Context: an optimization exercise on an open-source flow, tuned for small area. The choices shown serve that exercise and are no tape-out recipe. At most, simulation tests tie the RTL to the original design; equivalence was not proved. No functional check of the RTL was part of runs 2 and 3. Power and IR drop assume default switching activity.

--- run.sh ---
#!/bin/bash
# synth_recipe.tcl (not shown) runs the flow's synth.tcl, then flattens the netlist and writes it again
# the make line also repeats each setting of config.mk as NAME=value (left out here)
make -C /OpenROAD-flow-scripts/flow DESIGN_CONFIG=/design/flow/config.mk WORK_HOME=/design/flow/orfs CLKGATE_MAP_FILE= SYNTH_SCRIPT=/design/flow/synth_recipe.tcl finish
--- config.mk ---
export PLATFORM = sky130hd
export DESIGN_NAME = exp_shifter_gen2
export DESIGN_NICKNAME = exp_shifter_gen2
export VERILOG_FILES = /design/flow/design.v
export SDC_FILE = /design/flow/constraint.sdc
export NUM_CORES = 4
export LEC_CHECK = 0
export CAP_MARGIN = 20
export CORE_MARGIN = 2
export CORE_UTILIZATION = 40
export SLEW_MARGIN = 20
--- constraint.sdc ---
create_clock -name core_clock -period 7.0 [get_ports {clk}]
set_input_delay 1.4000 -clock core_clock [delete_from_list [all_inputs] [get_ports {clk}]]
set_output_delay 1.4000 -clock core_clock [all_outputs]
set_load 0.01 [all_outputs]
--- design.v ---
module exp_shifter_gen2_lane #(
   parameter int DATA_W = 16,
   parameter int SH_W   = 4,
   parameter int WW     = 24
) (
   input  logic [DATA_W-1:0]      din,
   input  logic signed [SH_W-1:0] sh,
   output logic [DATA_W-1:0]      dout,
   output logic                   sat
);
   localparam logic signed [WW-1:0] POS_MAX = {{(WW-DATA_W+1){1'b0}}, {(DATA_W-1){1'b1}}};
   localparam logic signed [WW-1:0] NEG_MIN = {{(WW-DATA_W+1){1'b1}}, {(DATA_W-1){1'b0}}};
   logic [SH_W-1:0]      mag;
   logic signed [WW-1:0] xw, rnd, r;
   always_comb begin
      mag  = sh[SH_W-1] ? $unsigned(-sh) : $unsigned(sh);
      xw   = {{(WW-DATA_W){din[DATA_W-1]}}, din};
      rnd  = '0;
      if (sh[SH_W-1]) begin
         rnd = WW'(1) <<< (mag - SH_W'(1));
         r   = (xw + rnd) >>> mag;
      end else begin
         r   = xw <<< mag;
      end
      sat  = 1'b0;
      dout = r[DATA_W-1:0];
      if ($signed(r) > $signed(POS_MAX)) begin
         dout = POS_MAX[DATA_W-1:0];
         sat  = 1'b1;
      end else if ($signed(r) < $signed(NEG_MIN)) begin
         dout = NEG_MIN[DATA_W-1:0];
         sat  = 1'b1;
      end
   end
endmodule
module exp_shifter_gen2 #(
   parameter int DATA_W      = 16,
   parameter int TUSER_W     = 24,
   parameter int BIN_W       = 11,
   parameter int EXP_LSB     = 16,
   parameter int EXP_W       = 5,
   parameter int HEAD_ROOM   = 2,
   parameter int MAX_SHIFT   = 7,
   parameter int FIFO_ADDR_W = 6,
   parameter int AF_THRESH   = 16
) (
   input  logic                     clk,
   input  logic                     sync_reset,
   input  logic                     s_axis_tvalid,
   input  logic [2*DATA_W-1:0]      s_axis_tdata,
   input  logic [TUSER_W-1:0]       s_axis_tuser,
   input  logic                     s_axis_tlast,
   output logic                     s_axis_tready,
   input  logic [3:0]               avg_shift,
   input  logic                     bypass,
   input  logic                     sat_clear,
   output logic                     sat_flag,
   output logic                     eob_tag,
   output logic                     m_axis_tvalid,
   output logic [2*DATA_W-1:0]      m_axis_tdata,
   output logic [TUSER_W-1:0]       m_axis_tuser,
   output logic                     m_axis_tlast,
   input  logic                     m_axis_tready
);
   localparam int NUM_LANES = 2;
   localparam int STAGES    = 3;
   localparam int SH_W      = $clog2(MAX_SHIFT+1) + 1;
   localparam int WW        = DATA_W + MAX_SHIFT + 1;
   localparam int BEAT_W    = 2*DATA_W + TUSER_W + 1;
   localparam int AVG_W     = EXP_W + 8;
   localparam int SR_W      = EXP_W + 3;
   localparam logic signed [SR_W-1:0] SR_HI = SR_W'(MAX_SHIFT);
   localparam logic signed [SR_W-1:0] SR_LO = SR_W'(-MAX_SHIFT);
   localparam logic signed [SH_W-1:0] SH_HI = SH_W'(MAX_SHIFT);
   localparam logic signed [SH_W-1:0] SH_LO = SH_W'(-MAX_SHIFT);
   localparam int DEPTH     = 1 << FIFO_ADDR_W;
   localparam int FC_W      = FIFO_ADDR_W + 2;
   typedef struct packed {
      logic [2*DATA_W-1:0] data;
      logic [TUSER_W-1:0]  user;
      logic                last;
   } beat_t;
   typedef struct packed {
      beat_t            b;
      logic             start;
      logic [EXP_W-1:0] e;
      logic [3:0]       ash;
      logic             byp;
   } st1_t;
   typedef struct packed {
      beat_t                 b;
      logic signed [SH_W-1:0] sh;
   } st2_t;
   logic [STAGES:1]        vld_pipe_q, vld_pipe_d;
   st1_t                   st1_q, st1_d;
   st2_t                   st2_q, st2_d;
   beat_t                  st3_q, st3_d;
   logic [AVG_W-1:0]       avg_q, avg_d;
   logic                   first_q, first_d;
   logic signed [SH_W-1:0] blk_s_q, blk_s_d;
   logic                   sat_flag_q, sat_flag_d;
   logic [FIFO_ADDR_W-1:0] wr_ptr_q, wr_ptr_d, rd_ptr_q, rd_ptr_d;
   logic [FIFO_ADDR_W:0]   cnt_q, cnt_d;
   logic [BEAT_W-1:0]      mem_q [DEPTH];
   logic                   ready, take, blk_start, wr_en, rd_en, out_vld;
   logic [FC_W-1:0]        in_flight, free_ent;
   logic [EXP_W-1:0]       avg_floor;
   logic signed [SR_W-1:0] s_raw;
   logic signed [SH_W-1:0] s_new, sh2;
   logic [3:0]             ash_c;
   logic signed [AVG_W+1:0] diff, delta, sum;
   logic [1:0]             unused_sum_hi;
   beat_t                  head;
   logic [NUM_LANES-1:0][DATA_W-1:0] lane_in, lane_out;
   logic [NUM_LANES-1:0]             lane_sat;
   always_comb begin
      in_flight = '0;
      for (int i = 1; i <= STAGES; i++) in_flight = in_flight + FC_W'(vld_pipe_q[i]);
      free_ent  = FC_W'(DEPTH) - FC_W'(cnt_q) - in_flight;
      ready     = free_ent > FC_W'(AF_THRESH);
      take      = s_axis_tvalid & ready;
      vld_pipe_d = {vld_pipe_q[STAGES-1:1], take};
   end
   assign s_axis_tready = ready;
   always_comb begin
      st1_d = st1_q;
      if (take) begin
         st1_d.b.data = s_axis_tdata;
         st1_d.b.user = s_axis_tuser;
         st1_d.b.last = s_axis_tlast;
         st1_d.start  = (s_axis_tuser[BIN_W-1:0] == '0);
         st1_d.e      = s_axis_tuser[EXP_LSB +: EXP_W];
         st1_d.ash    = avg_shift;
         st1_d.byp    = bypass;
      end
   end
   always_comb begin
      blk_start = vld_pipe_q[1] & st1_q.start;
      avg_floor = first_q ? st1_q.e : avg_q[AVG_W-1:8];
      s_raw     = $signed({3'b000, st1_q.e}) - $signed({3'b000, avg_floor}) - SR_W'(HEAD_ROOM);
      if (s_raw > SR_HI)      s_new = SH_HI;
      else if (s_raw < SR_LO) s_new = SH_LO;
      else                    s_new = s_raw[SH_W-1:0];
      if (st1_q.byp) s_new = '0;
      sh2     = blk_start ? s_new : blk_s_q;
      blk_s_d = sh2;
      ash_c = (st1_q.ash > 4'd8) ? 4'd8 : st1_q.ash;
      diff  = $signed({2'b00, st1_q.e, 8'h00}) - $signed({2'b00, avg_q});
      delta = diff >>> ash_c;
      sum   = $signed({2'b00, avg_q}) + delta;
      unused_sum_hi = sum[AVG_W+1:AVG_W];
      avg_d   = avg_q;
      first_d = first_q;
      if (blk_start) begin
         avg_d   = first_q ? {st1_q.e, 8'h00} : sum[AVG_W-1:0];
         first_d = 1'b0;
      end
      st2_d = st2_q;
      if (vld_pipe_q[1]) begin
         st2_d.b  = st1_q.b;
         st2_d.sh = sh2;
      end
   end
   assign lane_in = st2_q.b.data;
   for (genvar g = 0; g < NUM_LANES; g++) begin : g_lane
      exp_shifter_gen2_lane #(.DATA_W(DATA_W), .SH_W(SH_W), .WW(WW)) u_lane (
         .din  (lane_in[g]),
         .sh   (st2_q.sh),
         .dout (lane_out[g]),
         .sat  (lane_sat[g])
      );
   end
   always_comb begin
      st3_d      = st3_q;
      sat_flag_d = sat_flag_q;
      if (vld_pipe_q[2]) begin
         st3_d      = st2_q.b;
         st3_d.data = lane_out;
      end
      if (sat_clear) sat_flag_d = 1'b0;
      if (vld_pipe_q[2] && |lane_sat) sat_flag_d = 1'b1;
   end
   always_comb begin
      out_vld  = (cnt_q != '0);
      wr_en    = vld_pipe_q[STAGES];
      rd_en    = out_vld & m_axis_tready;
      wr_ptr_d = wr_ptr_q + FIFO_ADDR_W'(wr_en);
      rd_ptr_d = rd_ptr_q + FIFO_ADDR_W'(rd_en);
      cnt_d    = cnt_q + (FIFO_ADDR_W+1)'(wr_en) - (FIFO_ADDR_W+1)'(rd_en);
      head     = out_vld ? beat_t'(mem_q[rd_ptr_q]) : '0;
   end
   assign m_axis_tvalid = out_vld;
   assign m_axis_tdata  = head.data;
   assign m_axis_tuser  = head.user;
   assign m_axis_tlast  = head.last;
   assign eob_tag       = head.user[TUSER_W-1];
   assign sat_flag      = sat_flag_q;
   always_ff @(posedge clk) begin
      if (wr_en) mem_q[wr_ptr_q] <= st3_q;
   end
   always_ff @(posedge clk or posedge sync_reset) begin
      if (sync_reset) begin
         vld_pipe_q <= '0;
         st1_q      <= '0;
         st2_q      <= '0;
         st3_q      <= '0;
         avg_q      <= '0;
         first_q    <= 1'b1;
         blk_s_q    <= '0;
         sat_flag_q <= 1'b0;
         wr_ptr_q   <= '0;
         rd_ptr_q   <= '0;
         cnt_q      <= '0;
      end else begin
         vld_pipe_q <= vld_pipe_d;
         st1_q      <= st1_d;
         st2_q      <= st2_d;
         st3_q      <= st3_d;
         avg_q      <= avg_d;
         first_q    <= first_d;
         blk_s_q    <= blk_s_d;
         sat_flag_q <= sat_flag_d;
         wr_ptr_q   <= wr_ptr_d;
         rd_ptr_q   <= rd_ptr_d;
         cnt_q      <= cnt_d;
      end
   end
endmodule
==> results of run 1 <==
==> power breakdown <==
group | internal, mW | switching, mW
combinational | 11.2 | 13.4
clock | 11.4 | 8.92
sequential | 29.4 | 1.83
total | 52.0 | 24.1
==> worst min path at each step <==
stage / cells past startpoint / slack (ps) / to
after detailed placement: 2 / 460 / st1_q[56]
after global routing: 2 / 490 / st1_q[20]
after CTS: 2 / 470 / st1_q[56]
final: 2 / 480 / st1_q[56]
after global placement: 2 / 460 / st1_q[14]
after floorplan: 0 / 350 / vld_pipe_q[2]
==> synthesized netlist by cell type, drive strengths merged, types with 10 or more instances <==
library cell,instances
a2111oi,13
a211o,18
a211oi,37
a21o,27
a21oi,149
a31oi,24
and2,76
and3,16
buf,118
clkbuf,319
dfrtp,221
edfxtp,3648
ha,66
inv,79
mux2,81
mux2i,70
mux4,1199
nand2,362
nand2b,14
nand3,44
nor2,258
nor2b,15
nor3,42
nor4,10
o2111ai,11
o211ai,36
o21ai,131
o21bai,10
o221ai,17
o22ai,29
o31ai,13
o32ai,19
or2,15
or3,10
xnor2,61
xor2,20
==> flip-flops by register name, indices dropped and copies added, names as in the netlist <==
| name | count |
|---|---|
| rd_ptr_q | 6 |
| st3_q | 57 |
| first_q | 1 |
| st2_q | 61 |
| mem_q | 3648 |
| cnt_q | 7 |
| sat_flag_q | 1 |
| avg_q | 13 |
| blk_s_q | 4 |
| wr_ptr_q | 6 |
| vld_pipe_q | 3 |
| st1_q | 63 |
==> cells by family after synthesis <==
family                     count (synthesis)  share of synthesized area [%]
AOI/OAI and AO/OA                        653                          2.884
xor gates and xnor gates                  81                         0.4596
adders and majority gates                 76                         0.6264
buffers and inverters                    518                          1.273
DFF                                     3870                          73.79
muxes                                   1350                          18.34
other                                      1                       0.002404
and+or+nand+nor                          901                          2.624
==> per-layer routing <==
layer	share of wire (%)	vias up
met1	40	44180
met4	2.8	6
met2	50	3796
li1	-	32090
met5	0.0089	-
met3	8.1	697
==> layout make-up <==
cell class | instances | area, sq um | area share, %
diodes | 8 | 20.02 | 0.01120
clock buffers | 516 | 10570 | 5.913
clock inverters | 205 | 1798 | 1.006
inverters | 81 | 311.5 | 0.1743
multi-input cells | 3065 | 39440 | 22.06
flip-flops and latches | 3870 | 115200 | 64.43
well taps | 5197 | 6502 | 3.637
repair buffers | 479 | 4957 | 2.773
==> stage by stage <==
step | setup TNS, ps | util (%)
3_5_place_dp | 0 | 42.82
4_1_cts | 0 | 46.00
2_1_floorplan | -36.61 | -
5_1_grt | 0 | 46.01
6_report | 0 | 46.02
3_3_place_gp | 0 | 42.72
==> placed cells by master (no fill, tap or decap), drive strengths merged, types with 10 or more instances in the layout <==
cell,instances
nor2b,15
bufinv,21
clkbuf,516
xor2,20
a211o,18
xnor2,61
nand3,44
o2111ai,11
mux2,81
a2111oi,13
nor3,42
nor4,10
inv,89
nor2,258
o221ai,17
edfxtp,3648
nand2b,14
or3,10
mux2i,70
ha,66
o31ai,13
and3,16
a211oi,37
o21ai,131
or2,15
o32ai,19
a21oi,149
o21bai,10
clkdlybuf4s50,127
and2,76
o211ai,36
nand2,362
a31oi,24
clkinvlp,14
buf,352
a21o,27
clkinv,162
dfrtp,221
mux4,1199
o22ai,29
==> tightest hold or removal path: cells and delay by family (launching register included) <==
kind | cells | cell delay (ps)
DFF | 1 | 340
and+or+nand+nor | 2 | 100
==> out/metrics.csv, run 1 <==
stage,metric,value,unit
logic_synthesis,"Async S/R FF share, synth",5.736,%
sta,final slew viol count,0,
place,gp weighted congestion,0.8692,
layout,area delta synth->final,14.61,%
clock_network,H-Tree Depth,5,
die,Initial Util,40.15,%
setup_path,"slowest stage delay, CP",1160,ps
route,DR vias/cell,6.018,
die,row cnt,229,
logic_synthesis,Synth Instances,7450,
setup_path,Crit path max-delay family,multiplexers,
route,Residual DRC,0,
logic_synthesis,syn_area_per_cell,20.94,sq um
power,PwrDens,426.1,nW/um^2
grt,global route total overflow,0,
run,max_cap viols,0,
route,post-route antenna net violation count,0,
layout,fin cells,13420,
die,Die Width,628.5,microns
setup_path,RR Endpoint,st3_q[47],
die,DIE AREA,395000,sq um
clock_network,clk latency of the worst-skew pair,980,ps
place,PortBufs,127,
setup_path,Startpoint Class,flop,
power,Leak,56.65,nW
route,Routed WL per cell,34.23,microns
grt,pin count of the biggest net entering global routing,113,
layout,Fill cells,32400,
sta,Slew headroom,19.67,%
logic_synthesis,Area contributors post-synth,"edfxtp_1 (70%), mux4_2 (17%), dfrtp_1 (3.5%), nand2_1 (0.87%), clkbuf_1 (0.77%)",
setup_path,kind of critical path,reg2out,
sta,Final WS setup,457.0,ps
logic_synthesis,"EDFF count, synth",3648,
place,"Cell Area, Placed",166400,sq um
setup_path,most frequent CP cell,mux4_2,
grt,Total Routing Usage GR,22.95,%
sta,fin crit period,6543,ps
route,initial detailed-routing violation count,11140,
layout,final instance area,178800,sq um
setup_path,Critical Path Sink,m_axis_tdata[27],
die,chip height,628.5,microns
logic_synthesis,sequential area share after synthesis,73.79,%
logic_synthesis,share of the synthesized area in the top cell type,70.22,%
grt,vias in the first global route,81500,
setup_path,Arrival @ worst endpoint,5140,ps
setup_path,CP startpoint,rd_ptr_q[0],
grt,met2 Usage GRT,38.29,%
power,Tot Pwr,76.17,mW
layout,share of layout cells above drive strength 1,28.37,%
min_path,hold path startpoint,st1_q[56],
logic_synthesis,"Top FF cell, synth",edfxtp_1,
power,Worst IR Drop VDD,354.7,uV
grt,met1 Use GR,31.63,%
logic_synthesis,Synth area leader,edfxtp_1,
run_status,status,finished clean,
grt,antenna violations before repair,20,
sta,Max Freq,0.1528,GHz
setup_path,"Max FO, Critical Path",44,
place,Placed Cells,12690,
logic_synthesis,Synthesis Warnings,2,
sta,Setup Skew,67.86,ps
clock_network,CTS tree,yes,
sta,period utilization,93.47,%
setup_path,worst r2r src,st2_q[0],
grt,global routing's busiest layer,met2,
die,core area,388500,sq um
sta,RSZ-0062 raised after global routing,false,
setup_path,Worst path depth,7,
clock_network,Post-CTS Setup Inserts,0,
layout,nets,8027,
clock_network,Post-CTS Resized,0,
route,vias post-DR,80770,
place,Post-Place Worst Slack,763.0,ps
route,Post-Route WL,459500,microns
place,Post-DP HPWL,259800,microns
clock_network,# hold bufs at CTS,0,
grt,met3 Usage GRT,3.455,%
min_path,Worst Hold Class,reg2reg,
sta,Worst-Margin Slew,1202,ps
sta,Setup-failing EPs final,0,
clock_network,clock tree buffer depth,4,
logic_synthesis,library cells used by synthesis,104,
clock_network,CTS sink count,3870,
setup_path,crit end category,output pin,
setup_path,critical-path cell list,buf_4 > buf_12 > mux4_2 > mux4_2 > mux4_2 > and2_1 > clkdlybuf4s50_1,
route,TritonRoute pass-1 iters,6,
setup_path,Worst Path Required,5600,ps
logic_synthesis,flop and latch count out of synthesis,3870,
setup_path,reg-to-reg setup timing slack,600,ps
setup_path,cell count of the worst reg-to-reg path,19,
logic_synthesis,Post-Syn Area,156000,sq um
setup_path,"slowest stage cell, crit path",dfrtp_4,
sta,WHS,476.0,ps
setup_path,Bufs and invs on worst path,3,
sta,Fin. Hold Viols,0,
clock_network,TritonCTS Buffers,392,
clock_network,clk slew on worst S/H paths,60,ps
clock_network,CTS Root Cell,clkbuf_16,
grt,global-route wire length before repair,642600,microns
die,I/O Pins,128,
==> run 2, diff against run 1 <==
==> design.v (replaced) <==
module exp_shifter_gen2 (
   input  logic        clk,
   input  logic        sync_reset,
   input  logic        s_axis_tvalid,
   input  logic [31:0] s_axis_tdata,
   input  logic [23:0] s_axis_tuser,
   input  logic        s_axis_tlast,
   output logic        s_axis_tready,
   input  logic [3:0]  avg_shift,
   input  logic        bypass,
   input  logic        sat_clear,
   output logic        sat_flag,
   output logic        eob_tag,
   output logic        m_axis_tvalid,
   output logic [31:0] m_axis_tdata,
   output logic [23:0] m_axis_tuser,
   output logic        m_axis_tlast,
   input  logic        m_axis_tready
);
   localparam int DEPTH  = 48;
   localparam int BEAT_W = 57;
   logic [DEPTH-1:0][BEAT_W-1:0] q_mem;
   logic [5:0]  held_q;         
   logic [2:0]  fly_q;          
   logic [12:0] avg_q;
   logic        first_q;
   logic [3:0]  amt_q;          
   logic [1:0]  sat_q;
   logic        vld_q;          
   logic        sat_flag_q;
   logic        take, rd, out_vld, blk_start;
   logic [5:0]  held_d;
   logic [2:0]  fly_d;
   logic [1:0]  n_fly_d;
   logic [4:0]  e, afl;
   logic [6:0]  t;
   logic [3:0]  amt_new, amt;
   logic [3:0]  ash;
   logic signed [14:0] diff, delta;
   logic [12:0] avg_new;
   logic [1:0]  lsat;
   logic [31:0] sdata;
   logic [BEAT_W-1:0] head;
   assign s_axis_tready = (held_q < 6'd48);
   assign take      = s_axis_tvalid & s_axis_tready;
   assign out_vld   = vld_q;
   assign rd        = out_vld & m_axis_tready;
   assign held_d    = held_q + 6'(take) - 6'(rd);
   assign fly_d     = {fly_q[1:0], take};
   assign n_fly_d   = {1'b0, fly_d[0]} + {1'b0, fly_d[1]} + {1'b0, fly_d[2]};
   assign blk_start = (s_axis_tuser[10:0] == 11'd0);
   assign e         = s_axis_tuser[20:16];
   assign afl       = avg_q[12:8];
   always_comb begin
      t = 7'd9 + {2'b0, afl} - {2'b0, e};
      if (t[6])              amt_new = 4'd0;
      else if (t > 7'd14)    amt_new = 4'd14;
      else                   amt_new = t[3:0];
      if (first_q)           amt_new = 4'd9;
      if (bypass)            amt_new = 4'd7;
      amt = blk_start ? amt_new : amt_q;
   end
   always_comb begin
      ash     = (avg_shift > 4'd8) ? 4'd8 : avg_shift;
      diff    = $signed({2'b00, e, 8'h00}) - $signed({2'b00, avg_q});
      delta   = diff >>> ash;
      avg_new = first_q ? {e, 8'h00} : 13'(avg_q + delta);
   end
   for (genvar g = 0; g < 2; g++) begin : g_lane
      logic signed [23:0] w;
      logic [16:0]        r;
      assign w = $signed({s_axis_tdata[16*g +: 16], 8'h00}) >>> amt;
      assign r = w[16:0] + {16'b0, amt[3]};
      assign lsat[g] = ~((&w[23:16]) | ~(|w[23:16]));
      assign sdata[16*g +: 16] = lsat[g] ? {w[23], {15{~w[23]}}} : r[16:1];
   end
   logic [DEPTH-1:0] rsel;
   always_comb begin
      for (int i = 0; i < DEPTH; i++) rsel[i] = out_vld & (held_q == 6'(i + 1));
      head = '0;
      for (int i = 0; i < DEPTH; i++) head = head | ({BEAT_W{rsel[i]}} & q_mem[i]);
   end
   assign m_axis_tvalid = out_vld;
   assign m_axis_tdata  = head[56:25];
   assign m_axis_tuser  = head[24:1];
   assign m_axis_tlast  = head[0];
   assign eob_tag       = head[24];
   assign sat_flag      = sat_flag_q;
   always_ff @(posedge clk) begin
      if (take) q_mem <= {q_mem[DEPTH-2:0], {sdata, s_axis_tuser, s_axis_tlast}};
   end
   always_ff @(posedge clk or posedge sync_reset) begin
      if (sync_reset) begin
         held_q     <= '0;
         vld_q      <= 1'b0;
         fly_q      <= '0;
         avg_q      <= '0;
         first_q    <= 1'b1;
         amt_q      <= 4'd7;
         sat_q      <= '0;
         sat_flag_q <= 1'b0;
      end else begin
         held_q     <= held_d;
         vld_q      <= (held_d != {4'b0, n_fly_d});
         fly_q      <= fly_d;
         sat_q      <= {sat_q[0], take & (|lsat)};
         sat_flag_q <= (sat_flag_q & ~sat_clear) | sat_q[1];
         if (take & blk_start) begin
            avg_q   <= avg_new;
            first_q <= 1'b0;
            amt_q   <= amt_new;
         end
      end
   end
endmodule
==> run 2 against run 1 <==
Compared with the run above:
- worst hold slack worse by 55 ps
- combinational power shrank 65%
- fmax shrank 0.55%
- clock-buffer cell count decreased by 166
- global-route usage rose by 1.6 points
- highest routed layer unchanged
==> out/metrics.csv, run 2 <==
stage,metric,value,unit,change
power,Sw Ratio,29.44,%,was 31.67%
grt,Total Routing Usage GR,24.52,%,was 22.95%
layout,final instance area,119100,sq um,"was 178,800 sq um"
power,PwrDens,424.2,nW/um^2,was 426.1 nW/um^2
clock_network,# hold bufs at CTS,0,,unchanged
grt,global route total overflow,0,,unchanged
grt,pin count of the biggest net entering global routing,200,,was 113
min_path,Worst Hold Class,reg2reg,,unchanged
logic_synthesis,Synth Instances,5630,,"was 7,450"
power,P_sw,14.87,mW,was 24.13 mW
setup_path,Arrival @ worst endpoint,5180,ps,was 5140 ps
setup_path,Startpoint Class,flop,,unchanged
run,max_cap viols,0,,unchanged
route,DR vias/cell,6.565,,was 6.018
layout,nets,6049,,"was 8,027"
logic_synthesis,adder-cell area share of the yosys netlist,0.6061,%,was 0.6264%
clock_network,clk latency of the worst-skew pair,960,ps,was 980 ps
logic_synthesis,Area contributors post-synth,"edfxtp_1 (80%), a221oi_1 (4.3%), a22o_1 (4.3%), a22oi_1 (2.7%), nand4_1 (1.2%)",,"was edfxtp_1 (70%), mux4_2 (17%), dfrtp_1 (3.5%), nand2_1 (0.87%), clkbuf_1 (0.77%)"
setup_path,worst r2r src,avg_q[9],,was st2_q[0]
die,DIE AREA,262100,sq um,"was 395,000 sq um"
clock_network,CTS Root Cell,clkbuf_16,,unchanged
setup_path,kind of critical path,reg2out,,unchanged
die,chip height,512.0,microns,was 628.5 microns
setup_path,Worst Path Required,5600,ps,about the same
clock_network,Post-CTS Setup Inserts,0,,unchanged
layout,most frequent cells in the layout,"edfxtp_1 (2,736), a221oi_1 (507), a22o_1 (503)",,"was edfxtp_1 (3,648), mux4_2 (1,199), clkbuf_16 (398)"
sta,Worst-Margin Slew,1199,ps,was 1202 ps
power,Clk network pwr share,29.3,%,was 26.7%
logic_synthesis,"EDFF count, synth",2736,,"was 3,648"
logic_synthesis,share of the synthesized area in the top cell type,79.60,%,was 70.22%
min_path,hold path startpoint,q_mem[2548],,was st1_q[56]
layout,Largest regs,"q_mem x2736, avg_q x13, held_q x6",,"was mem_q x3648, st1_q x63, st2_q x61"
place,gp weighted congestion,0.8595,,was 0.8692
grt,antenna violations before repair,12,,was 20
sta,Setup Skew,53.28,ps,was 67.86 ps
power,Leak,38.98,nW,was 56.65 nW
route,Post-Route WL,333700,microns,"was 459,500 microns"
place,Post-Place Worst Slack,25.25,ps,was 763.0 ps
sta,Setup-failing EPs final,0,,unchanged
sta,period utilization,93.99,%,was 93.47%
sta,TNS Setup,0,ps,unchanged
logic_synthesis,Synthesis Warnings,1,,was 2
route,Routed WL per cell,35.06,microns,was 34.23 microns
clock_network,clk slew on worst S/H paths,60,ps,about the same
layout,Finished Core Util,46.39,%,was 46.02%
power,Worst IR Drop VDD,314.9,uV,was 354.7 uV
run_status,status,finished clean,,unchanged
layout,area delta synth->final,15.37,%,was 14.61%
clock_network,TritonCTS Buffers,291,,was 392
logic_synthesis,largest family of logic cells by synthesized area,compound AO/OA/AOI/OAI gates,,was multiplexers
place,Placed Cells,9026,,"was 12,690"
sta,fin crit period,6579,ps,was 6543 ps
grt,global-route wire length before repair,458000,microns,"was 642,600 microns"
logic_synthesis,library cells used by synthesis,82,,was 104
logic_synthesis,Synth area leader,edfxtp_1,,unchanged
logic_synthesis,Synth Area in XOR/XNOR,0.4328,%,was 0.4596%
power,Sequential Power Share,53.5,%,was 41.0%
logic_synthesis,commonest cells in the netlist,"edfxtp_1 (2,736), a221oi_1 (507), a22o_1 (503)",,"was edfxtp_1 (3,648), mux4_2 (1,199), nand2_1 (361)"
grt,vias in the first global route,59290,,"was 81,500"
logic_synthesis,"Async S/R FF share, synth",1.085,%,was 5.736%
power,Logic pwr share,17.2,%,was 32.3%
layout,"commonest non-fill, non-tap cell in the layout",edfxtp_1,,unchanged
clock_network,H-Tree Depth,5,,unchanged
route,vias post-DR,62480,,"was 80,770"
logic_synthesis,flop and latch count out of synthesis,2766,,"was 3,870"
die,I/O Pins,128,,unchanged
place,"Cell Area, Placed",110200,sq um,"was 166,400 sq um"
sta,Slew headroom,19.91,%,was 19.67%
logic_synthesis,Post-Syn Area,103200,sq um,"was 156,000 sq um"
route,TritonRoute pass-1 iters,8,,was 6
layout,Fill cells,21460,,"was 32,400"
logic_synthesis,simple-gate share of the synthesized area,3.234,%,was 2.624%
layout,share of layout cells above drive strength 1,11.37,%,was 28.37%
logic_synthesis,mux cell area share after synthesis,0.8765,%,was 18.34%
sta,final slew viol count,0,,unchanged
route,Residual DRC,0,,unchanged
setup_path,"Max FO, Critical Path",20,,was 44
die,Die Width,512.0,microns,was 628.5 microns
route,post-route antenna net violation count,0,,unchanged
sta,Fin. Hold Viols,0,,unchanged
die,row cnt,186,,was 229
sta,Max Freq,0.1520,GHz,was 0.1528 GHz
place,Post-DP HPWL,189000,microns,"was 259,800 microns"
setup_path,CP startpoint,held_q[4],,was rd_ptr_q[0]
clock_network,CTS tree,yes,,unchanged
clock_network,clock tree buffer depth,4,,unchanged
layout,max reg flops,2736,,"was 3,648"
clock_network,CTS sink count,2766,,"was 3,870"
logic_synthesis,"Top FF cell, synth",edfxtp_1,,unchanged
sta,RSZ-0062 raised after global routing,false,,unchanged
layout,fin cells,9516,,"was 13,420"
clock_network,Post-CTS Resized,0,,unchanged
logic_synthesis,Synth Area in Compound Gates,13.02,%,was 2.883%
route,initial detailed-routing violation count,10990,,"was 11,140"
logic_synthesis,syn_area_per_cell,18.33,sq um,was 20.94 sq um
die,Initial Util,40.21,%,was 40.15%
die,core area,256700,sq um,"was 388,500 sq um"
layout,most flop-heavy register,q_mem,,was mem_q
sta,Final WS setup,421.0,ps,was 457.0 ps
logic_synthesis,sequential area share after synthesis,80.34,%,was 73.79%
place,PortBufs,127,,unchanged
setup_path,crit end category,output pin,,unchanged
logic_synthesis,most frequent cell after synthesis,edfxtp_1,,unchanged
power,P_int,35.64,mW,was 52.05 mW
## run 2: through the flow
stage,hold slack (ps),power (mW)
after detailed placement,411.5,35.77
after global placement,395.8,35.60
after floorplan,331.2,26.19
after CTS,423.4,50.50
final,421.4,50.51
after global routing,431.1,52.01
## run 2: path summary, 6_finish.rpt
path                                    endpoint  slack (ps)  depth (start not counted)
worst max-delay path            m_axis_tdata[15]         420                         10
worst min-delay path                 q_mem[2605]         420                          0
worst max register to register         q_mem[40]        1420                         18
worst min register to register       q_mem[2605]         420                          0
max in group asynchronous              held_q[4]        5280                          2
min in group asynchronous               sat_q[1]        1090                          2
## run 2: cell type report
cell class | instances | area [sq um] | area share [%]
sequential | 2766 | 82910 | 69.63
multi-input combinational | 2469 | 19160 | 16.09
clock buffer | 350 | 7652 | 6.427
tap | 3384 | 4234 | 3.556
timing repair buffer | 360 | 3759 | 3.157
clock inverter | 130 | 1149 | 0.9646
inverter | 47 | 180.2 | 0.1513
antenna | 10 | 25.02 | 0.02102
## run 2: logic make-up (layout without fill, tap and decap cells)
group	count (synthesis)	count (layout)
AOI/OAI and AO/OA	1661	1661
xor gates and xnor gates	51	51
adders and majority gates	47	47
buffers and inverters	395	887
DFF	2766	2766
muxes	84	84
other	0	10
and+or+nand+nor	626	626
## run 2: worst max-delay path, stage by stage, from the launching register on
cell             delay, ps
dfrtp_1                400
inv_1                  120
ha_1                   160
nand2_1                370
buf_4                  370
nor2_4                 750
buf_4                  680
a221oi_1               210
nand4_1                120
or4_1                  410
clkdlybuf4s50_1        650
## run 2: metal layers
layer / wire, microns / GRT usage, % / share of wire, %
met5: 70 / 0 / 0.021
met4: 14210 / 10.01 / 4.3
met3: 39650 / 5.227 / 12
met2: 150700 / 37.26 / 45
met1: 129100 / 34.34 / 39
## run 2: power by group through the flow
stage / clock network [mW] / registers, mW / logic (mW)
CTS: 14.9 / 26.9 / 8.71
detailed placement: 0 / 27.1 / 8.70
finish: 14.8 / 27.0 / 8.69
floorplan: 0 / 23.1 / 3.07
global placement: 0 / 27.0 / 8.62
global route: 15.5 / 27.3 / 9.15
==> run 3, diff against run 2 <==
--- a/config.mk
+++ b/config.mk
@@ -9,3 +9,4 @@
 export CORE_MARGIN = 2
 export CORE_UTILIZATION = 40
+export CTS_BUF_LIST = sky130_fd_sc_hd__clkbuf_4 sky130_fd_sc_hd__clkbuf_8
 export SLEW_MARGIN = 20
==> run 3 against run 2 <==
Compared with the run above:
- clock skew is 26 ps higher
- synthesized area unchanged
- sequential power barely moved
- first-iteration DRC count up 4.3%
- clock power down 9%
- via count rose by 1.8%
- critical endpoint is now m_axis_tdata[31]
- largest cell class unchanged
==> out/metrics.csv, run 3 <==
stage,metric,value,unit,change
grt,global-route wire length before repair,461400,microns,"was 458,000 microns"
run_status,status,finished clean,,unchanged
setup_path,Arrival @ worst endpoint,5360,ps,was 5180 ps
logic_synthesis,syn_area_per_cell,18.33,sq um,unchanged
setup_path,crit end category,output pin,,unchanged
min_path,WHS Endpoint,q_mem[740],,was q_mem[2605]
route,Post-Route WL,336100,microns,"was 333,700 microns"
logic_synthesis,sequential area share after synthesis,80.34,%,unchanged
die,I/O Pins,128,,unchanged
die,core area,256700,sq um,unchanged
layout,nets,6189,,"was 6,049"
clock_network,Post-CTS Resized,0,,unchanged
min_path,Worst Hold Class,reg2reg,,unchanged
layout,Finished Core Util,46.16,%,was 46.39%
layout,Largest regs,"q_mem x2736, avg_q x13, held_q x6",,unchanged
clock_network,clock tree buffer depth,4,,unchanged
min_path,hold path cells,0,,unchanged
setup_path,reg-to-reg setup timing slack,1420,ps,about the same
clock_network,CTS Root Cell,clkbuf_8,,was clkbuf_16
power,Worst IR Drop VDD,239.9,uV,was 314.9 uV
logic_synthesis,Area contributors post-synth,"edfxtp_1 (80%), a221oi_1 (4.3%), a22o_1 (4.3%), a22oi_1 (2.7%), nand4_1 (1.2%)",,unchanged
clock_network,TritonCTS Buffers,431,,was 291
grt,pin count of the biggest net entering global routing,200,,unchanged
layout,most flop-heavy register,q_mem,,unchanged
setup_path,RR Endpoint,q_mem[40],,unchanged
setup_path,"Max FO, Critical Path",24,,was 20
logic_synthesis,Synth area leader,edfxtp_1,,unchanged
logic_synthesis,commonest cells in the netlist,"edfxtp_1 (2,736), a221oi_1 (507), a22o_1 (503)",,unchanged
clock_network,CTS sink count,2766,,unchanged
route,vias post-DR,63630,,"was 62,480"
clock_network,# hold bufs at CTS,0,,unchanged
setup_path,worst r2r src,avg_q[9],,unchanged
power,Tot Pwr,49.16,mW,was 50.51 mW
die,Initial Util,40.21,%,unchanged
logic_synthesis,largest family of logic cells by synthesized area,compound AO/OA/AOI/OAI gates,,unchanged
clock_network,Post-CTS Setup Inserts,0,,unchanged
logic_synthesis,Post-Syn Area,103200,sq um,unchanged
logic_synthesis,most frequent cell after synthesis,edfxtp_1,,unchanged
route,post-route antenna net violation count,0,,unchanged
sta,Slew headroom,20.49,%,was 19.91%
place,Post-DP HPWL,189000,microns,unchanged
run,max_cap viols,0,,unchanged
sta,Setup-failing EPs final,0,,unchanged
die,Die Width,512.0,microns,unchanged
logic_synthesis,Synth Area in XOR/XNOR,0.4328,%,unchanged
route,DR vias/cell,6.493,,was 6.565
layout,max reg flops,2736,,unchanged
route,Residual DRC,0,,unchanged
sta,final slew viol count,0,,unchanged
sta,fin crit period,6756,ps,was 6579 ps
grt,met3 Usage GRT,5.662,%,was 5.227%
place,PortBufs,127,,unchanged
grt,met1 Use GR,34.42,%,was 34.34%
route,TritonRoute pass-1 iters,6,,was 8
die,DIE AREA,262100,sq um,unchanged
logic_synthesis,share of the synthesized area in the top cell type,79.60,%,unchanged
sta,TNS Setup,0,ps,unchanged
layout,area delta synth->final,14.82,%,was 15.37%
grt,vias in the first global route,60430,,"was 59,290"
clock_network,clk slew on worst S/H paths,70,ps,was 60 ps
layout,"commonest non-fill, non-tap cell in the layout",edfxtp_1,,unchanged
clock_network,CTS tree,yes,,unchanged
power,Leak,39.04,nW,was 38.98 nW
place,gp weighted congestion,0.8595,,unchanged
layout,share of layout cells above drive strength 1,15.13,%,was 11.37%
die,chip height,512.0,microns,unchanged
logic_synthesis,adder-cell area share of the yosys netlist,0.6061,%,unchanged
logic_synthesis,"Top FF cell, synth",edfxtp_1,,unchanged
sta,Worst-Margin Slew,1190,ps,was 1199 ps
grt,global route total overflow,0,,unchanged
logic_synthesis,"Async S/R FF share, synth",1.085,%,unchanged
setup_path,kind of critical path,reg2out,,unchanged
sta,period utilization,96.51,%,was 93.99%
layout,most frequent cells in the layout,"edfxtp_1 (2,736), a221oi_1 (507), a22o_1 (503)",,unchanged
logic_synthesis,Synthesis Warnings,1,,unchanged
die,row cnt,186,,unchanged
logic_synthesis,"EDFF count, synth",2736,,unchanged
grt,global routing's busiest layer,met2,,unchanged
sta,Fin. Hold Viols,0,,unchanged
min_path,hold path startpoint,q_mem[683],,was q_mem[2548]
route,initial detailed-routing violation count,11460,,"was 10,990"
logic_synthesis,Synth Instances,5630,,unchanged
route,Routed WL per cell,34.29,microns,was 35.06 microns
layout,Fill cells,21660,,"was 21,460"
logic_synthesis,flop and latch count out of synthesis,2766,,unchanged
grt,antenna violations before repair,14,,was 12
setup_path,Worst Path Required,5600,ps,about the same
logic_synthesis,mux cell area share after synthesis,0.8765,%,unchanged
clock_network,H-Tree Depth,5,,unchanged
setup_path,cell count of the worst reg-to-reg path,19,,was 18
setup_path,Startpoint Class,flop,,unchanged
sta,Max Freq,0.1480,GHz,was 0.1520 GHz
sta,RSZ-0062 raised after global routing,false,,unchanged
logic_synthesis,library cells used by synthesis,82,,unchanged
logic_synthesis,Synth Area in Compound Gates,13.02,%,unchanged
clock_network,clk latency of the worst-skew pair,1150,ps,was 960 ps
grt,Total Routing Usage GR,24.67,%,was 24.52%
logic_synthesis,simple-gate share of the synthesized area,3.234,%,unchanged
grt,met2 Usage GRT,37.53,%,was 37.26%
power,PwrDens,414.9,nW/um^2,was 424.2 nW/um^2
sta,Setup Skew,79.64,ps,was 53.28 ps
run 3: area by class of cell:
type / count / area [sq um] / share of cell area [%]
diodes: 10 / 25.02 / 0.02112
clock buffers: 569 / 7012 / 5.917
clock inverters: 194 / 1219 / 1.028
inverters: 47 / 180.2 / 0.1520
multi-input cells: 2469 / 19160 / 16.17
flip-flops and latches: 2766 / 82910 / 69.97
well taps: 3384 / 4234 / 3.573
repair buffers: 360 / 3759 / 3.172
run 3: report_power, final:
| part | switching, mW | internal, mW |
|---|---|---|
| Combinational | 5.95 | 2.75 |
| Sequential | 2.64 | 24.4 |
| Clock | 6.40 | 7.01 |
| Total | 15.0 | 34.2 |
run 3: critical path, stage by stage, from the launching register on:
cell	delay, ps
dfrtp_1	410
inv_1	120
ha_1	250
nand3_1	310
nor2_4	1010
buf_4	730
a22o_1	280
a221oi_1	60
nand3_1	140
or4_1	310
clkdlybuf4s50_1	630
run 3: layer usage:
metal | vias up | wire length, microns
li1 | 25050 | -
met1 | 32790 | 129700
met2 | 5024 | 151600
met3 | 751 | 41280
met4 | 10 | 13430
met5 | - | 62
run 3: through the flow:
step | setup slack (ps) | area [sq um] | std cells | hold WS, ps
after global routing | 131.2 | 118500 | 9796 | 420.5
after detailed placement | 25.25 | 110200 | 9026 | 411.5
after CTS | 223.3 | 118500 | 9789 | 397.3
final | 244.2 | 118500 | 9799 | 404.7
after floorplan | -37990 | 103200 | 5630 | 331.2
after global placement | 182.0 | 110100 | 9020 | 395.8
run 3: logic make-up (layout without fill, tap and decap cells):
group | Yosys count | count (layout)
other | 0 | 10
multiplexers | 84 | 84
AND/OR/NAND/NOR | 626 | 626
XOR/XNOR | 51 | 51
AO/OA/AOI/OAI | 1661 | 1661
flip-flops | 2766 | 2766
adder cells (fa/ha/maj) | 47 | 47
buffers and inverters | 395 | 1170
run 3: worst max-delay path by stage:
stage | start | to | slack, ps | cells past startpoint
after floorplan | s_axis_tvalid | vld_q | -37990 | 6
after global placement | s_axis_tuser[17] | q_mem[49] | 180 | 19
after detailed placement | s_axis_tuser[17] | q_mem[40] | 30 | 19
after CTS | held_q[2] | m_axis_tdata[31] | 220 | 10
after global routing | held_q[2] | m_axis_tdata[19] | 130 | 10
final | held_q[2] | m_axis_tdata[31] | 240 | 10
==> run 4, diff against run 3 <==
--- a/design.v
+++ b/design.v
@@ -27,10 +27,7 @@
    logic [3:0]  amt_q;          
    logic [1:0]  sat_q;
-   logic        vld_q;          
    logic        sat_flag_q;
    logic        take, rd, out_vld, blk_start;
-   logic [5:0]  held_d;
-   logic [2:0]  fly_d;
-   logic [1:0]  n_fly_d;
+   logic [1:0]  n_fly;
    logic [4:0]  e, afl;
    logic [6:0]  t;
@@ -44,9 +41,7 @@
    assign s_axis_tready = (held_q < 6'd48);
    assign take      = s_axis_tvalid & s_axis_tready;
-   assign out_vld   = vld_q;
+   assign n_fly     = {1'b0, fly_q[0]} + {1'b0, fly_q[1]} + {1'b0, fly_q[2]};
+   assign out_vld   = (held_q > {4'b0, n_fly});
    assign rd        = out_vld & m_axis_tready;
-   assign held_d    = held_q + 6'(take) - 6'(rd);
-   assign fly_d     = {fly_q[1:0], take};
-   assign n_fly_d   = {1'b0, fly_d[0]} + {1'b0, fly_d[1]} + {1'b0, fly_d[2]};
    assign blk_start = (s_axis_tuser[10:0] == 11'd0);
    assign e         = s_axis_tuser[20:16];
@@ -93,5 +88,4 @@
       if (sync_reset) begin
          held_q     <= '0;
-         vld_q      <= 1'b0;
          fly_q      <= '0;
          avg_q      <= '0;
@@ -101,7 +95,6 @@
          sat_flag_q <= 1'b0;
       end else begin
-         held_q     <= held_d;
-         vld_q      <= (held_d != {4'b0, n_fly_d});
-         fly_q      <= fly_d;
+         held_q     <= held_q + 6'(take) - 6'(rd);
+         fly_q      <= {fly_q[1:0], take};
          sat_q      <= {sat_q[0], take & (|lsat)};
          sat_flag_q <= (sat_flag_q & ~sat_clear) | sat_q[1];
--- a/config.mk
+++ b/config.mk
@@ -9,4 +9,3 @@
 export CORE_MARGIN = 2
 export CORE_UTILIZATION = 40
-export CTS_BUF_LIST = sky130_fd_sc_hd__clkbuf_4 sky130_fd_sc_hd__clkbuf_8
 export SLEW_MARGIN = 20
==> run 4 against run 3 <==
Compared with the run above:
- non-clock buffer count is 47 higher
- highest routed layer unchanged
- sequential power is essentially flat
- die area grew 0.13%
- combinational power down 1%
- critical endpoint is now m_axis_tdata[5]
- first-iteration DRC count decreased by 5.7%
- register-to-register slack got worse by 130 ps
- global-route usage down 1.1 points
- critical path depth increased by 7
- sequential share of layout area decreased by 0.92 points
==> out/metrics.csv, run 4 <==
stage,metric,value,unit,change
place,"Cell Area, Placed",110500,sq um,"was 110,200 sq um"
sta,Fin. Hold Viols,0,,unchanged
power,P_int,35.58,mW,was 34.17 mW
sta,final slew viol count,0,,unchanged
power,Leak,39.16,nW,was 39.04 nW
sta,period utilization,97.69,%,was 96.51%
clock_network,TritonCTS Buffers,297,,was 431
setup_path,Bufs and invs on worst path,5,,was 3
layout,fin cells,9667,,"was 9,799"
layout,most frequent cells in the layout,"edfxtp_1 (2,736), a22oi_1 (814), clkbuf_16 (306)",,"was edfxtp_1 (2,736), a221oi_1 (507), a22o_1 (503)"
setup_path,Arrival @ worst endpoint,5440,ps,was 5360 ps
layout,Fill cells,21680,,"was 21,660"
logic_synthesis,"Top FF cell, synth",edfxtp_1,,unchanged
route,Routed WL per cell,33.14,microns,was 34.29 microns
setup_path,critical-path cell list,fa_1 > inv_1 > ha_1 > nor2b_1 > o21ai_1 > a32oi_1 > nand2b_1 > buf_4 > nand2_2 > buf_12 > nor2_4 > buf_4 > a221oi_1 > nand4_1 > nor4_1 > nand4_1 > dlygate4sd2_1,,was inv_1 > ha_1 > nand3_1 > nor2_4 > buf_4 > a22o_1 > a221oi_1 > nand3_1 > or4_1 > clkdlybuf4s50_1
sta,Worst-Margin Slew,1187,ps,was 1190 ps
power,Clk network pwr share,29.5,%,was 27.3%
route,DR vias/cell,6.511,,was 6.493
logic_synthesis,adder-cell area share of the yosys netlist,0.6417,%,was 0.6061%
clock_network,CTS sink count,2766,,unchanged
run,max_cap viols,0,,unchanged
power,Sw Ratio,29.59,%,was 30.50%
logic_synthesis,flop and latch count out of synthesis,2766,,unchanged
place,gp weighted congestion,0.8870,,was 0.8595
sta,Slew headroom,20.90,%,was 20.49%
layout,Largest regs,"q_mem x2736, avg_q x13, held_q x6",,unchanged
die,Die Width,512.3,microns,was 512.0 microns
layout,"commonest non-fill, non-tap cell in the layout",edfxtp_1,,unchanged
route,initial detailed-routing violation count,10820,,"was 11,460"
logic_synthesis,Area contributors post-synth,"edfxtp_1 (80%), a22oi_1 (5.9%), a221oi_1 (2.5%), a22o_1 (2.4%), nand4_1 (1.8%)",,"was edfxtp_1 (80%), a221oi_1 (4.3%), a22o_1 (4.3%), a22oi_1 (2.7%), nand4_1 (1.2%)"
logic_synthesis,Synth Instances,5716,,"was 5,630"
grt,antenna violations before repair,14,,unchanged
layout,area delta synth->final,16.20,%,was 14.82%
logic_synthesis,simple-gate share of the synthesized area,3.958,%,was 3.234%
grt,met1 Use GR,34.54,%,was 34.42%
power,P_sw,14.95,mW,was 14.99 mW
grt,global route total overflow,0,,unchanged
logic_synthesis,Synth Area in Compound Gates,12.74,%,was 13.02%
power,PwrDens,420.8,nW/um^2,was 414.9 nW/um^2
setup_path,Crit path max-delay family,simple AND/OR/NAND/NOR gates,,unchanged
die,DIE AREA,262400,sq um,"was 262,100 sq um"
logic_synthesis,largest family of logic cells by synthesized area,compound AO/OA/AOI/OAI gates,,unchanged
logic_synthesis,"Async S/R FF share, synth",1.085,%,unchanged
die,chip height,512.3,microns,was 512.0 microns
layout,most flop-heavy register,q_mem,,unchanged
power,Sequential Power Share,53.6,%,was 55.0%
setup_path,Startpoint Class,flop,,unchanged
layout,share of layout cells above drive strength 1,12.76,%,was 15.13%
setup_path,"slowest stage delay, CP",530,ps,was 1010 ps
run_status,status,finished clean,,unchanged
min_path,Worst Hold Class,reg2reg,,unchanged
setup_path,"slowest stage cell, crit path",nand4_1,,was nor2_4
logic_synthesis,"EDFF count, synth",2736,,unchanged
clock_network,clk latency of the worst-skew pair,940,ps,was 1150 ps
route,Residual DRC,0,,unchanged
place,Placed Cells,9127,,"was 9,026"
grt,pin count of the biggest net entering global routing,197,,was 200
die,I/O Pins,128,,unchanged
route,vias post-DR,62940,,"was 63,630"
clock_network,clk slew on worst S/H paths,80,ps,was 70 ps
place,PortBufs,127,,unchanged
setup_path,kind of critical path,reg2out,,unchanged
grt,Total Routing Usage GR,23.55,%,was 24.67%
logic_synthesis,share of the synthesized area in the top cell type,79.50,%,was 79.60%
power,Worst IR Drop VDD,317.5,uV,was 239.9 uV
grt,met2 Usage GRT,35.17,%,was 37.53%
sta,Setup-failing EPs final,0,,unchanged
setup_path,"Max FO, Critical Path",10,,was 24
setup_path,Worst Path Required,5600,ps,about the same
logic_synthesis,Synthesis Warnings,1,,unchanged
sta,Max Freq,0.1462,GHz,was 0.1480 GHz
clock_network,CTS Root Cell,clkbuf_16,,was clkbuf_8
logic_synthesis,Synth Area in XOR/XNOR,0.2627,%,was 0.4328%
logic_synthesis,most frequent cell after synthesis,edfxtp_1,,unchanged
grt,vias in the first global route,59710,,"was 60,430"
power,Logic pwr share,17.0,%,was 17.7%
grt,global routing's busiest layer,met2,,unchanged
die,core area,256900,sq um,"was 256,700 sq um"
layout,final instance area,120100,sq um,"was 118,500 sq um"
die,Initial Util,40.22,%,was 40.21%
layout,nets,6194,,"was 6,189"
setup_path,crit end category,output pin,,unchanged
route,TritonRoute pass-1 iters,6,,unchanged
sta,fin crit period,6838,ps,was 6756 ps
grt,met3 Usage GRT,5.301,%,was 5.662%
route,Post-Route WL,320400,microns,"was 336,100 microns"
logic_synthesis,syn_area_per_cell,18.08,sq um,was 18.33 sq um
logic_synthesis,library cells used by synthesis,92,,was 82
clock_network,CTS tree,yes,,unchanged
place,Post-DP HPWL,192000,microns,"was 189,000 microns"
grt,global-route wire length before repair,447200,microns,"was 461,400 microns"
clock_network,# hold bufs at CTS,0,,unchanged
layout,max reg flops,2736,,unchanged
die,row cnt,186,,unchanged
logic_synthesis,Post-Syn Area,103300,sq um,"was 103,200 sq um"
clock_network,H-Tree Depth,5,,unchanged
logic_synthesis,sequential area share after synthesis,80.23,%,was 80.34%
clock_network,clock tree buffer depth,4,,unchanged
logic_synthesis,mux cell area share after synthesis,0.6199,%,was 0.8765%
logic_synthesis,Synth area leader,edfxtp_1,,unchanged
route,post-route antenna net violation count,0,,unchanged
sta,Setup Skew,50.46,ps,was 79.64 ps
logic_synthesis,commonest cells in the netlist,"edfxtp_1 (2,736), a22oi_1 (814), nand4_1 (301)",,"was edfxtp_1 (2,736), a221oi_1 (507), a22o_1 (503)"
run 4: changes by cell type after synthesis, sizes merged, moves of 13 or more:
cell,previous run,this run
a22oi,373,816
a221oi,508,291
a22o,503,287
nand4,190,301
nor4,5,70
or4,61,9
clkbuf,277,250
buf,71,95
nor2,128,109
mux2i,69,52
nand2,112,97
xor2,24,10
nand3,64,51
o211ai,7,20
run 4: layer usage:
| metal | routed length, microns | part of all wire (%) |
|---|---|---|
| met1 | 131400 | 41 |
| met2 | 142900 | 45 |
| met3 | 37400 | 12 |
| met4 | 8719 | 2.7 |
| met5 | 30 | 0.0094 |
run 4: through the flow:
stage                     utilization, %  power, mW  TNS [ps]  hold WS, ps  worst slack (ps)
after floorplan                        -      26.13         -        331.2            -36760
after global placement             42.99      35.49         0        393.9             132.6
after detailed placement           43.00      35.69         0        409.1             150.0
after CTS                          46.62      50.56         0        392.4             3.583
after global routing               46.73      52.17    -17.86        386.4            -7.971
final                              46.74      50.53         0        391.9             161.9
run 4: cell families after synthesis:
| group | count (synthesis) |
|---|---|
| xor gates and xnor gates | 31 |
| and+or+nand+nor | 719 |
| adders and majority gates | 50 |
| buffers and inverters | 400 |
| muxes | 62 |
| AOI/OAI and AO/OA | 1688 |
| DFF | 2766 |
run 4: path summary, 6_finish.rpt:
path / start / end / slack [ps] / depth (start not counted)
max: fly_q[0] / m_axis_tdata[5] / 160 / 17
min: sat_q[0] / sat_q[1] / 390 / 0
max reg2reg: avg_q[1] / avg_q[12] / 1290 / 24
min reg2reg: sat_q[0] / sat_q[1] / 390 / 0
max in group asynchronous: sync_reset / first_q / 5730 / 3
min in group asynchronous: sync_reset / avg_q[6] / 880 / 3
run 4: final cells by class:
class	count	area (sq um)	share of cell area, %
Antenna cell	6	15.01	0.01250
Clock buffer	361	7843	6.531
Clock inverter	138	1117	0.9305
Inverter	55	210.2	0.1751
Multi-Input combinational cell	2550	19410	16.17
Sequential cell	2766	82910	69.05
Tap cell	3384	4234	3.526
Timing Repair Buffer	407	4334	3.609
run 4: timing repair:
action / in CTS / in global routing
pin swaps: 24 / 28
resized for setup: 32 / 60
setup buffers: 30 / 4
cloned: 0 / 1
endpoints found under the setup margin: 53 / 58
run 4: power by group through the flow:
stage                     Sequential (mW)  Clock, mW  Combinational, mW
after global placement               27.0          0               8.50
after CTS                            26.9       15.1               8.57
after floorplan                      23.1          0               3.01
final                                27.1       14.9               8.57
after global routing                 27.4       15.7               9.06
after detailed placement             27.1          0               8.60
==> run 5, diff against run 4 <==
--- a/design.v
+++ b/design.v
@@ -27,7 +27,11 @@
    logic [3:0]  amt_q;          
    logic [1:0]  sat_q;
+   logic        vld_q;
+   logic        full_q, full_h_q;   
    logic        sat_flag_q;
    logic        take, rd, out_vld, blk_start;
-   logic [1:0]  n_fly;
+   logic [5:0]  held_d;
+   logic [2:0]  fly_d;
+   logic [1:0]  n_fly_d;
    logic [4:0]  e, afl;
    logic [6:0]  t;
@@ -39,9 +43,11 @@
    logic [31:0] sdata;
    logic [BEAT_W-1:0] head;
-   assign s_axis_tready = (held_q < 6'd48);
+   assign s_axis_tready = ~full_q;
    assign take      = s_axis_tvalid & s_axis_tready;
-   assign n_fly     = {1'b0, fly_q[0]} + {1'b0, fly_q[1]} + {1'b0, fly_q[2]};
-   assign out_vld   = (held_q > {4'b0, n_fly});
+   assign out_vld   = vld_q;
    assign rd        = out_vld & m_axis_tready;
+   assign held_d    = held_q + 6'(take) - 6'(rd);
+   assign fly_d     = {fly_q[1:0], take};
+   assign n_fly_d   = {1'b0, fly_d[0]} + {1'b0, fly_d[1]} + {1'b0, fly_d[2]};
    assign blk_start = (s_axis_tuser[10:0] == 11'd0);
    assign e         = s_axis_tuser[20:16];
@@ -82,10 +88,17 @@
    assign eob_tag       = head[24];
    assign sat_flag      = sat_flag_q;
+   logic hold;
+   logic [DEPTH-1:0][BEAT_W-1:0] q_shift;
+   assign hold    = ~s_axis_tvalid | full_h_q;
+   assign q_shift = {q_mem[DEPTH-2:0], {sdata, s_axis_tuser, s_axis_tlast}};
    always_ff @(posedge clk) begin
-      if (take) q_mem <= {q_mem[DEPTH-2:0], {sdata, s_axis_tuser, s_axis_tlast}};
+      q_mem <= ({(DEPTH*BEAT_W){take}} & q_shift) | ({(DEPTH*BEAT_W){hold}} & q_mem);
    end
    always_ff @(posedge clk or posedge sync_reset) begin
       if (sync_reset) begin
          held_q     <= '0;
+         vld_q      <= 1'b0;
+         full_q     <= 1'b0;
+         full_h_q   <= 1'b0;
          fly_q      <= '0;
          avg_q      <= '0;
@@ -95,6 +108,9 @@
          sat_flag_q <= 1'b0;
       end else begin
-         held_q     <= held_q + 6'(take) - 6'(rd);
-         fly_q      <= {fly_q[1:0], take};
+         held_q     <= held_d;
+         full_q     <= (held_d == 6'd48);
+         full_h_q   <= held_d[5] & held_d[4];
+         vld_q      <= (held_d != {4'b0, n_fly_d});
+         fly_q      <= fly_d;
          sat_q      <= {sat_q[0], take & (|lsat)};
          sat_flag_q <= (sat_flag_q & ~sat_clear) | sat_q[1];
--- a/config.mk
+++ b/config.mk
@@ -8,4 +8,6 @@
 export CAP_MARGIN = 20
 export CORE_MARGIN = 2
-export CORE_UTILIZATION = 40
+export CORE_UTILIZATION = 60
+export CTS_CLUSTER_DIAMETER = 60
+export CTS_CLUSTER_SIZE = 30
 export SLEW_MARGIN = 20
==> run 5 against run 4 <==
Compared with the run above:
- core utilization grew 19 points
- via count increased by 36%
- clock power shrank 27%
- die area down 34%
- global-route usage increased by 17 points
- clock-buffer cell count down 182
- worst hold slack gained 12 ps
- sequential share of layout area fell by 19 points
- routed wire length is 15% higher
- non-clock buffer count rose by 21
- setup slack improved by 71 ps
==> out/metrics.csv, run 5 <==
stage,metric,value,unit,change
setup_path,Arrival @ worst endpoint,5370,ps,was 5440 ps
logic_synthesis,share of the synthesized area in the top cell type,53.47,%,was 79.50%
setup_path,"Max FO, Critical Path",25,,was 10
run,max_cap viols,0,,unchanged
logic_synthesis,Synth area leader,dfxtp_1,,was edfxtp_1
logic_synthesis,mux cell area share after synthesis,0.5362,%,was 0.6199%
grt,antenna violations before repair,13,,was 14
logic_synthesis,simple-gate share of the synthesized area,3.555,%,was 3.958%
setup_path,"slowest stage delay, CP",760,ps,was 530 ps
sta,Setup Skew,66.49,ps,was 50.46 ps
power,Tot Pwr,50.23,mW,was 50.53 mW
sta,Slew headroom,14.89,%,was 20.90%
clock_network,CTS Root Cell,clkbuf_16,,unchanged
logic_synthesis,Synth Instances,9044,,"was 5,716"
clock_network,clk latency of the worst-skew pair,900,ps,was 940 ps
layout,share of layout cells above drive strength 1,7.723,%,was 12.76%
logic_synthesis,"Async S/R FF share, synth",1.156,%,was 1.085%
layout,most frequent cells in the layout,"a22o_1 (3,221), dfxtp_1 (2,736), a221oi_1 (513)",,"was edfxtp_1 (2,736), a22oi_1 (814), clkbuf_16 (306)"
setup_path,most frequent CP cell,buf_4,,
route,Residual DRC,0,,unchanged
sta,TNS Setup,0,ps,unchanged
layout,area delta synth->final,9.343,%,was 16.20%
route,vias post-DR,85530,,"was 62,940"
route,DR vias/cell,7.753,,was 6.511
logic_synthesis,Area contributors post-synth,"dfxtp_1 (53%), a22o_1 (28%), a221oi_1 (4.4%), clkbuf_1 (3.3%), a22oi_1 (2.7%)",,"was edfxtp_1 (80%), a22oi_1 (5.9%), a221oi_1 (2.5%), a22o_1 (2.4%), nand4_1 (1.8%)"
logic_synthesis,"Top FF cell, synth",dfxtp_1,,was edfxtp_1
grt,global route total overflow,0,,unchanged
min_path,Worst Hold Class,reg2reg,,unchanged
clock_network,clock tree buffer depth,3,,was 4
sta,RSZ-0062 raised after global routing,false,,
clock_network,# hold bufs at CTS,0,,unchanged
logic_synthesis,adder-cell area share of the yosys netlist,0.6107,%,was 0.6417%
power,PwrDens,448.4,nW/um^2,was 420.8 nW/um^2
die,chip height,417.2,microns,was 512.3 microns
place,gp weighted congestion,0.9078,,was 0.8870
sta,fin crit period,6768,ps,was 6838 ps
setup_path,critical-path cell list,inv_1 > ha_1 > nand2_1 > buf_4 > nor2_4 > buf_4 > a221oi_1 > nand4_1 > or4_1 > clkdlybuf4s50_1,,was fa_1 > inv_1 > ha_1 > nor2b_1 > o21ai_1 > a32oi_1 > nand2b_1 > buf_4 > nand2_2 > buf_12 > nor2_4 > buf_4 > a221oi_1 > nand4_1 > nor4_1 > nand4_1 > dlygate4sd2_1
sta,Fin. Hold Viols,0,,unchanged
clock_network,Post-CTS Setup Inserts,0,,was 30
power,Leak,44.53,nW,was 39.16 nW
logic_synthesis,library cells used by synthesis,88,,was 92
grt,pin count of the biggest net entering global routing,243,,was 197
route,Routed WL per cell,33.34,microns,was 33.14 microns
setup_path,kind of critical path,reg2out,,unchanged
sta,Max Freq,0.1478,GHz,was 0.1462 GHz
run_status,status,finished clean,,unchanged
setup_path,crit end category,output pin,,unchanged
clock_network,Post-CTS Resized,0,,was 32
route,Post-Route WL,367800,microns,"was 320,400 microns"
place,PortBufs,127,,unchanged
layout,final instance area,112000,sq um,"was 120,100 sq um"
place,Post-DP HPWL,215500,microns,"was 192,000 microns"
die,Initial Util,60.45,%,was 40.22%
power,Worst IR Drop VDD,303.7,uV,was 317.5 uV
grt,vias in the first global route,77460,,"was 59,710"
layout,most flop-heavy register,q_mem,,unchanged
setup_path,"slowest stage cell, crit path",buf_4,,was nand4_1
logic_synthesis,Synth Area in Compound Gates,36.90,%,was 12.74%
logic_synthesis,"EDFF count, synth",0,,"was 2,736"
layout,fin cells,11030,,"was 9,667"
clock_network,CTS sink count,2768,,"was 2,766"
logic_synthesis,most frequent cell after synthesis,a22o_1,,was edfxtp_1
die,I/O Pins,128,,unchanged
layout,max reg flops,2736,,unchanged
logic_synthesis,flop and latch count out of synthesis,2768,,"was 2,766"
clock_network,CTS tree,yes,,unchanged
clock_network,clk slew on worst S/H paths,60,ps,was 80 ps
setup_path,Worst Path Required,5600,ps,about the same
route,TritonRoute pass-1 iters,7,,was 6
die,core area,169500,sq um,"was 256,900 sq um"
route,post-route antenna net violation count,0,,unchanged
layout,nets,8787,,"was 6,194"
grt,global-route wire length before repair,534600,microns,"was 447,200 microns"
sta,final slew viol count,0,,unchanged
layout,Largest regs,"q_mem x2736, avg_q x13, held_q x6",,unchanged
sta,period utilization,96.68,%,was 97.69%
logic_synthesis,commonest cells in the netlist,"a22o_1 (3,221), dfxtp_1 (2,736), clkbuf_1 (892)",,"was edfxtp_1 (2,736), a22oi_1 (814), nand4_1 (301)"
logic_synthesis,Post-Syn Area,102400,sq um,"was 103,300 sq um"
logic_synthesis,syn_area_per_cell,11.33,sq um,was 18.08 sq um
setup_path,Startpoint Class,flop,,unchanged
die,row cnt,151,,was 186
logic_synthesis,sequential area share after synthesis,54.25,%,was 80.23%
place,Placed Cells,10730,,"was 9,127"
sta,Worst-Margin Slew,1274,ps,was 1187 ps
clock_network,H-Tree Depth,4,,was 5
logic_synthesis,Synth Area in XOR/XNOR,0.3847,%,was 0.2627%
grt,Total Routing Usage GR,40.48,%,was 23.55%
logic_synthesis,Synthesis Warnings,1,,unchanged
logic_synthesis,largest family of logic cells by synthesized area,compound AO/OA/AOI/OAI gates,,unchanged
route,initial detailed-routing violation count,14180,,"was 10,820"
layout,"commonest non-fill, non-tap cell in the layout",a22o_1,,was edfxtp_1
clock_network,TritonCTS Buffers,157,,was 297
die,Die Width,417.2,microns,was 512.3 microns
place,"Cell Area, Placed",106400,sq um,"was 110,500 sq um"
sta,Setup-failing EPs final,0,,unchanged
die,DIE AREA,174100,sq um,"was 262,400 sq um"
run 5: final timing paths:
path | startpoint | endpoint | slack, ps | cells after the start
min reg2reg | fly_q[0] | fly_q[1] | 400 | 0
min | fly_q[0] | fly_q[1] | 400 | 0
max reg2reg | avg_q[9] | q_mem[39] | 1310 | 18
min in group asynchronous | sync_reset | full_q | 910 | 2
max | held_q[5] | m_axis_tdata[22] | 230 | 10
max in group asynchronous | sync_reset | first_q | 5250 | 3
run 5: cell type report:
class	instances	area (sq um)
Sequential cell	2768	55580
Antenna cell	9	22.52
Clock inverter	112	1394
Multi-Input combinational cell	5261	43400
Timing Repair Buffer	428	4397
Clock buffer	179	4228
Tap cell	2218	2775
Fill cell	13070	57460
Inverter	57	221.5
run 5: report_power, final:
group	switching [mW]	internal (mW)	leakage (nW)
clock	5.99	4.88	2.70
combinational	6.76	6.25	18.8
sequential	5.11	21.2	23.0
total	17.9	32.4	44.5
run 5: logic make-up after synthesis:
kind of cell / Yosys count
AO/OA/AOI/OAI: 4443
XOR/XNOR: 45
adder cells (fa/ha/maj): 47
buffers and inverters: 1015
flip-flops: 2768
multiplexers: 52
AND/OR/NAND/NOR: 674
run 5: critical path: cells and delay by family (launching register included):
kind / cells / cell delay (ps)
compound gates: 1 / 240
fa+ha+maj: 1 / 160
buf+inv: 4 / 1900
flops: 1 / 400
simple gates: 4 / 1760
run 5: stage by stage:
stage / hold slack (ps) / setup slack (ps) / util [%]
2_1_floorplan: 331.2 / 754.1 / -
3_3_place_gp: 397.0 / 11.00 / 62.68
3_5_place_dp: 397.3 / -65.54 / 62.76
4_1_cts: 407.0 / 295.3 / 66.07
5_1_grt: 415.6 / 196.0 / 66.09
6_report: 404.3 / 232.5 / 66.10
run 5: layer usage:
metal  global-route usage, %  part of all wire, %  vias up
li1                        -                    -    35940
met1                   56.49                   40    42850
met2                   59.66                   43     5649
met3                   8.565                   11     1079
met4                   19.45                  5.3       14
met5                       0                0.025        -

[re-timing with driven ports]
No port has a modelled driver above. Below, the same layouts with a new extraction and two added sets of constraints. Step 1 assumes that a clkbuf_16 drives the clock port and a buf_2 every other input. Step 2 also shifts input and output timing later by t, the mid clock arrival at the registers, as if the neighbouring blocks saw the same clock. a / b / c = no drivers / after step 1 / after step 2; a / b = the first two.
| run | shift t [ns] | setup WS [ns] | worst setup path after step 2 | latest minus earliest clock arrival (ns) |
|---|---|---|---|---|
| run 1 | 1.046 | 0.457 / 0.355 / 0.601 | register to register | 0.078 / 0.078 |
| run 2 | 1.030 | 0.421 / 0.318 / -0.010 | input to register | 0.062 / 0.061 |
| run 3 | 1.203 | 0.244 / 0.143 / -0.007 | input to register | 0.100 / 0.100 |
| run 4 | 1.020 | 0.162 / 0.061 / 0.056 | input to register | 0.059 / 0.059 |
| run 5 | 0.955 | 0.232 / 0.143 / -0.217 | input to register | 0.066 / 0.067 |
Met with ideal ports but missed after step 2: setup timing in run 2, run 3 and run 5. The setup slack of run 5, which loses most, moves by -0.089 ns with the drivers and by -0.449 ns with both steps.
